Source: an optimization exercise on an open RTL-to-GDS flow (aim: small area, a short achievable clock period and few clock cycles per item). Production flows keep margins and buffers that such runs may drop.
RTL that was checked went through simulation tests only; none was proved equivalent to the original.
Power and IR drop assume default switching activity.

==> flow/design.v (excerpt) <==
module fp_addsub_top (
  input  logic        clk,
  input  logic        rst_n,
  input  logic        in_req,
  output logic        in_ack,
  input  logic [64:0] in_op,      
  output logic        out_req,
  input  logic        out_ack,
  output logic [34:0] out_res     
);
Settings: LEC_CHECK=0, ABC_AREA=1, CAP_MARGIN=20, CORE_MARGIN=2, CORE_UTILIZATION=40, SETUP_SLACK_MARGIN=3.3, SLEW_MARGIN=20, TNS_END_PERCENT=5, BUFFER_PORTS_ARGS=-buffer_cell sky130_fd_sc_hd__buf_2; clock period 6.5 ns.
standard.sh (not shown) runs the stock make flow with config.mk's settings and CLKGATE_MAP_FILE= SYNTH_SCRIPT=/design/flow/synth_recipe.tcl, a recipe that flattens the netlist after the stock synthesis.
==> flow/flow/run.sh <==
#!/bin/bash
set -e
echo 'export BUFFER_PORTS_ARGS = -buffer_cell sky130_fd_sc_hd__buf_2' >> config.mk
bash standard.sh > standard.log 2>&1
The first run ran to the end with no violations.
Testbench counts at the start, summed over its fixed seeds: cycles 9,608, items 3,200.
Rerun with:
--- a/flow/config.mk
+++ b/flow/config.mk
@@ -9,6 +9,6 @@
 export CAP_MARGIN = 20
 export CORE_MARGIN = 2
-export CORE_UTILIZATION = 40
-export SETUP_SLACK_MARGIN = 3.3
+export CORE_UTILIZATION = 60
+export SETUP_SLACK_MARGIN = 3.0
 export SLEW_MARGIN = 20
 export TNS_END_PERCENT = 5
Outcome:
- core utilization came out higher by 24 points
- setup slack is worse by 52 ps
- via count climbs by about 4.5%
- power hardly moves
- clock skew is about the same
- sequential share of layout area went up by 0.53 points
- register-to-register slack degrades by 50 ps

---

Another version of the RTL of fp_addsub_top (not shown whole).
Size in the first run: roughly 1800 cells after synthesis, ~140 flip-flops, ~110 I/O pins, ~12000 sq um of cells after synthesis.
Settings: LEC_CHECK=0, ABC_AREA=1, CAP_MARGIN=20, CORE_MARGIN=2, CORE_UTILIZATION=40, CTS_BUF_LIST=sky130_fd_sc_hd__clkbuf_8, PLACE_DENSITY=0.75, SETUP_SLACK_MARGIN=3.6, SLEW_MARGIN=20, TNS_END_PERCENT=5, BUFFER_PORTS_ARGS=-buffer_cell sky130_fd_sc_hd__buf_1; clock period 6.5 ns.
==> flow/flow/run.sh <==
#!/bin/bash
set -e
echo 'export BUFFER_PORTS_ARGS = -buffer_cell sky130_fd_sc_hd__buf_1' >> config.mk
bash standard.sh > standard.log 2>&1
Testbench counts at the start, summed over its fixed seeds: cycles 9,608, items 3,200.
Rerun with:
PLACE_DENSITY = not set   (was 0.75)
SETUP_SLACK_MARGIN = 3.9   (was 3.6)
- via count drops by 4.0%
- area after synthesis does not change
- non-clock buffer count falls by 18
- fmax came out higher by 5.2%
- clock-buffer cell count went up by 1
- flip-flop and latch count is unchanged
- hold slack is better by 8.6 ps
- clock skew rises by 9.6 ps
- wire length falls by 2.5%
- cell area shrinks by 1.5%
- core utilization fell by 0.76 points
Rerun with:
CAP_MARGIN = 10   (was 20)
SETUP_SLACK_MARGIN = 3.6   (was 3.9)
SLEW_MARGIN = 10   (was 20)
Clock skew shrinks by 10 ps.
Power shrinks by a few percent.
Combinational power shrinks by a little under a tenth.
Flip-flop and latch count does not change.
Setup slack got worse by 36 ps.
Cell area shrinks by a few percent.
Register-to-register slack got worse by 40 ps.
Wire length shrinks by a few percent.
Via count shrinks by a few percent.
First-iteration DRC count shrinks by about a fifth.

---

Another version of the RTL of fp_addsub_top (not shown whole).
Size in the first run: ~1,800 cells after synthesis, ~140 flip-flops, roughly 12,000 um2 of cells after synthesis.
Settings: LEC_CHECK=0, ABC_AREA=1, CAP_MARGIN=20, CORE_MARGIN=2, CORE_UTILIZATION=40, CTS_BUF_LIST=sky130_fd_sc_hd__clkbuf_8, SETUP_SLACK_MARGIN=3.6, SLEW_MARGIN=20, TNS_END_PERCENT=5, BUFFER_PORTS_ARGS=-buffer_cell sky130_fd_sc_hd__buf_1; clock period 6.5 ns.
Scripts as last shown in full above: flow/flow/run.sh
The baseline ran to the end with no violations.
Then changed:
--- a/flow/config.mk
+++ b/flow/config.mk
@@ -12,3 +12,3 @@
 export CTS_BUF_LIST = sky130_fd_sc_hd__clkbuf_8
-export SETUP_SLACK_MARGIN = 3.6
+export SETUP_SLACK_MARGIN = 3.3
 export SLEW_MARGIN = 20
=>
- wire length is lower by a few percent
- setup slack degrades by 90 ps
- cell count came out lower by a few percent
- total power drops by a few percent
- area after synthesis stays the same
- final area shrinks by a few percent
- clock power rose by a few percent
- worst hold slack gets worse by 10 ps
- flip-flop and latch count does not change
No run of this note included a check of the RTL's function; only the layout flow was run.

---

try-cedar:
fp_addsub_top with an RTL version that a note above also has.
Size: about 140 flip-flops, ~110 I/O pins, roughly 0.012 mm² of cells after synthesis.
export LEC_CHECK = 0
export ABC_AREA = 1
export CAP_MARGIN = 20
export CORE_MARGIN = 2
export CORE_UTILIZATION = 40
export CTS_BUF_LIST = sky130_fd_sc_hd__clkbuf_4 sky130_fd_sc_hd__clkbuf_8
export SETUP_SLACK_MARGIN = 3.3
export SLEW_MARGIN = 20
export TNS_END_PERCENT = 5
export BUFFER_PORTS_ARGS = -buffer_cell sky130_fd_sc_hd__buf_1
create_clock -name core_clock -period 6.5 [get_ports {clk}]
Scripts as last shown in full above: flow/flow/run.sh
try-cedar: done, clean on timing, DRC and antenna
Testbench counts of try-cedar, summed over its fixed seeds: cycles 9,608, items 3,200.
The following lists how try-yarrow was set up differently from try-cedar:
Settings: BUFFER_PORTS_ARGS now -buffer_cell sky130_fd_sc_hd__buf_2, was -buffer_cell sky130_fd_sc_hd__buf_1; CTS_BUF_LIST no longer set, was sky130_fd_sc_hd__clkbuf_4 sky130_fd_sc_hd__clkbuf_8; SETUP_SLACK_MARGIN now 3.0, was 3.3.
==> flow/flow/run.sh <==
#!/bin/bash
set -e
echo 'export BUFFER_PORTS_ARGS = -buffer_cell sky130_fd_sc_hd__buf_2' >> config.mk
bash standard.sh > standard.log 2>&1
--- outcome ---
Taking try-cedar as the reference, in try-yarrow final instance area saw a decrease, total power density per cell area saw an increase, clock network fraction of design power saw an increase, area growth from synthesis to layout saw a decrease.
Re wire length: try-cedar and try-yarrow aren't equal, and the lower value belongs to try-cedar.
Stage delay of the slowest cell on the critical path ended up 0.07 ns lower on try-yarrow than on try-cedar.
try-yarrow has less setup slack than try-cedar.
Higher cell count among try-cedar and try-yarrow: try-cedar
Compared with try-cedar, in try-yarrow global-route usage over all layers decreased 0.50 points, final critical-path required period increased 0.11 ns, total power increased 120 µW.
[inputs] try-garnet vs try-yarrow
Settings: BUFFER_PORTS_ARGS no longer set, was -buffer_cell sky130_fd_sc_hd__buf_2.
==> flow/run.sh (new file) <==
#!/bin/bash
# synth_recipe.tcl (not shown) runs the flow's synth.tcl, then flattens the netlist and writes it again
# the make line also repeats each setting of config.mk as NAME=value (left out here)
make -C /OpenROAD-flow-scripts/flow DESIGN_CONFIG=/design/flow/config.mk WORK_HOME=/design/flow/orfs CLKGATE_MAP_FILE= SYNTH_SCRIPT=/design/flow/synth_recipe.tcl finish
removed: flow/flow/run.sh
removed: flow/standard.sh
Results
- Worst hold slack (try-garnet over try-yarrow): decrease, 0.0041 ns
- try-yarrow and try-garnet ended up with nearly the same clock period minus final worst setup slack.
- Final standard cell area without fillers: try-garnet worse than try-yarrow
- The flow did not stop early for try-garnet: all stages ran, and the layout cleared the timing, design-rule and antenna checks.
- On least setup slack across all paths after layout, try-yarrow and try-garnet are neck and neck.
- try-garnet against try-yarrow: number of buffer and inverter instances along the worst setup path went down; total global-route track usage ~0 delta; power consumed by the clock network fell by about 2%.

---

Another version of the RTL of fp_addsub_top (not shown whole).
Size: about 1,800 cells after synthesis, ~140 flip-flops, ~110 I/O pins.
clock: 6.5 ns
lec_check: 0
abc_area: 1
cap_margin: 20
core_margin: 2
core_utilization: 40
setup_slack_margin: 3.0
slew_margin: 20
tns_end_percent: 5
buffer_ports_args: -buffer_cell sky130_fd_sc_hd__buf_1
==> flow/flow/run.sh <==
#!/bin/bash
set -e
echo 'export BUFFER_PORTS_ARGS = -buffer_cell sky130_fd_sc_hd__buf_1' >> config.mk
bash standard.sh > standard.log 2>&1
The starting point completed without violations.
Testbench counts at the start, summed over its fixed seeds: cycles 9,608, items 3,200.
==> next run, changes <==
- CTS_BUF_LIST: unset -> sky130_fd_sc_hd__clkbuf_8
- SETUP_SLACK_MARGIN: 3.0 -> 3.6
- TNS_END_PERCENT: 5 -> 0
Result:
- The new run completed with no timing, DRC or antenna violations
- non-clock buffer count shrinks by 8
- worst setup slack loses 0.033 ns
- critical path depth shrinks by 3
==> next run, changes <==
- SETUP_SLACK_MARGIN: 3.6 -> 2.8
- TNS_END_PERCENT: 0 -> 5
Result:
- The new run produced a clean layout
- critical path depth went up by 1
- global-route usage goes down by 0.41 points
- register-to-register slack got worse by 0.097 ns
- cell area decreases by a few percent
- count of clock-buffer cells in the layout rises by 1
- core utilization decreases by 1.1 points
- setup slack gets worse by 0.097 ns
- synthesized area stays the same
- clock power falls by a few percent
- hold slack improves by 0.0041 ns

---

## job 1602
fp_addsub_top with an RTL version that a note above also has.
Size in the first run: about 1800 cells after synthesis, about 140 flip-flops, roughly 110 I/O pins.
export LEC_CHECK = 0
export ABC_AREA = 1
export CAP_MARGIN = 20
export CORE_MARGIN = 2
export CORE_UTILIZATION = 40
export CTS_BUF_LIST = sky130_fd_sc_hd__clkbuf_8
export SETUP_SLACK_MARGIN = 3.3
export SLEW_MARGIN = 20
export TNS_END_PERCENT = 5
export BUFFER_PORTS_ARGS = -buffer_cell sky130_fd_sc_hd__buf_1
create_clock -name core_clock -period 6.5 [get_ports {clk}]
Scripts as last shown in full above: flow/flow/run.sh
Testbench counts of job 1602, summed over its fixed seeds: cycles 9,608, items 3,200.
Relative to job 1602, the following input files were edited for job 608:
- SETUP_SLACK_MARGIN changed from 3.3 to 3.6
- GPL_ROUTABILITY_DRIVEN newly set to 0
[summary]
Job 608 -> job 1602: number of sinks handled by clock tree synthesis delta 0, exact match. Higher proportion of power drawn by the clock network was reported by job 1602, not job 608. Per the comparison of job 608 with job 1602, wire length of the first global-routing pass picked up an extra about 2.4%, design area picked up an extra 1300 sq um. The run showing the greater power per cell area is job 1602. The half-perimeter wire length after detailed placement of job 1602 and that of job 608 are within noise of each other. Changes observed in job 608 relative to job 1602: hold slack held steady; critical path's largest stage delay shrank by 0.03 ns.
The inputs of job 237 differ from those of job 608 as listed below.
- TNS_END_PERCENT now 0, was 5
- SETUP_SLACK_MARGIN now 4.0, was 3.6
- GPL_ROUTABILITY_DRIVEN no longer set, was 0
Results
Job 237 improves on job 608 in design area.
The net total in the final layout in job 237 sits about 4.3% below the value recorded for job 608.
On job 237: sequential share of layout area is 2.3 points higher than what job 608 gave.

-- re-timing with driven ports --
Ports are ideal in the flow. The routed layouts listed here were re-timed in OpenROAD.
Step 1: set_driving_cell puts a clkbuf_16 on clk and a buf_2 on each other input, an assumption about the parent block.
Step 2 moves the port delays by t, midway between the first and last clock arrival at a register: inputs arrive t later, outputs are due t later. That takes back most of the time a late clock gives input paths.
a / b / c = no drivers / after step 1 / after step 2; a / b = the first two.
run	t (ns)	setup WS [ns]	clock arrival spread, ns	slew at the worst register clock pin (ns)	worst data-port slew with drivers (ns)
the first run of note 1	0.487	2.938 / 2.938 / 2.675	0.021 / 0.021	0.07 / 0.07	0.03
the second run of note 1	0.480	2.887 / 2.887 / 2.562	0.020 / 0.019	0.07 / 0.07	0.03
the first run of note 2	0.507	2.961 / 2.961 / 2.621	0.020 / 0.020	0.10 / 0.10	0.04
the second run of note 2	0.514	3.137 / 3.137 / 2.691	0.029 / 0.030	0.11 / 0.11	0.04
the third run of note 2	0.508	3.101 / 3.101 / 2.775	0.019 / 0.019	0.10 / 0.10	0.04
the first run of note 3	0.512	3.060 / 3.060 / 2.763	0.023 / 0.024	0.10 / 0.10	0.06
the second run of note 3	0.488	2.970 / 2.970 / 2.580	0.020 / 0.021	0.10 / 0.10	0.04
try-cedar	0.516	3.023 / 3.023 / 2.688	0.021 / 0.021	0.10 / 0.10	0.03
try-yarrow	0.485	2.913 / 2.913 / 2.638	0.012 / 0.012	0.07 / 0.07	0.03
try-garnet	0.479	2.914 / 2.914 / 2.468	0.015 / 0.014	0.07 / 0.07	0.04
the first run of note 5	0.483	2.882 / 2.882 / 2.714	0.016 / 0.016	0.07 / 0.07	0.04
the second run of note 5	0.516	2.849 / 2.849 / 2.617	0.024 / 0.023	0.10 / 0.10	0.04
the third run of note 5	0.508	2.752 / 2.752 / 2.465	0.025 / 0.025	0.10 / 0.10	0.03
job 1602	0.518	3.113 / 3.113 / 2.622	0.023 / 0.022	0.11 / 0.11	0.04
job 608	0.532	3.028 / 3.028 / 2.725	0.024 / 0.025	0.11 / 0.11	0.04
job 237	0.528	3.165 / 3.165 / 2.734	0.017 / 0.017	0.10 / 0.10	0.04
After both steps every run listed still meets setup and hold. For job 1602, which loses most, drivers alone change the setup slack by 0.000 ns; drivers and shift together by -0.491 ns.
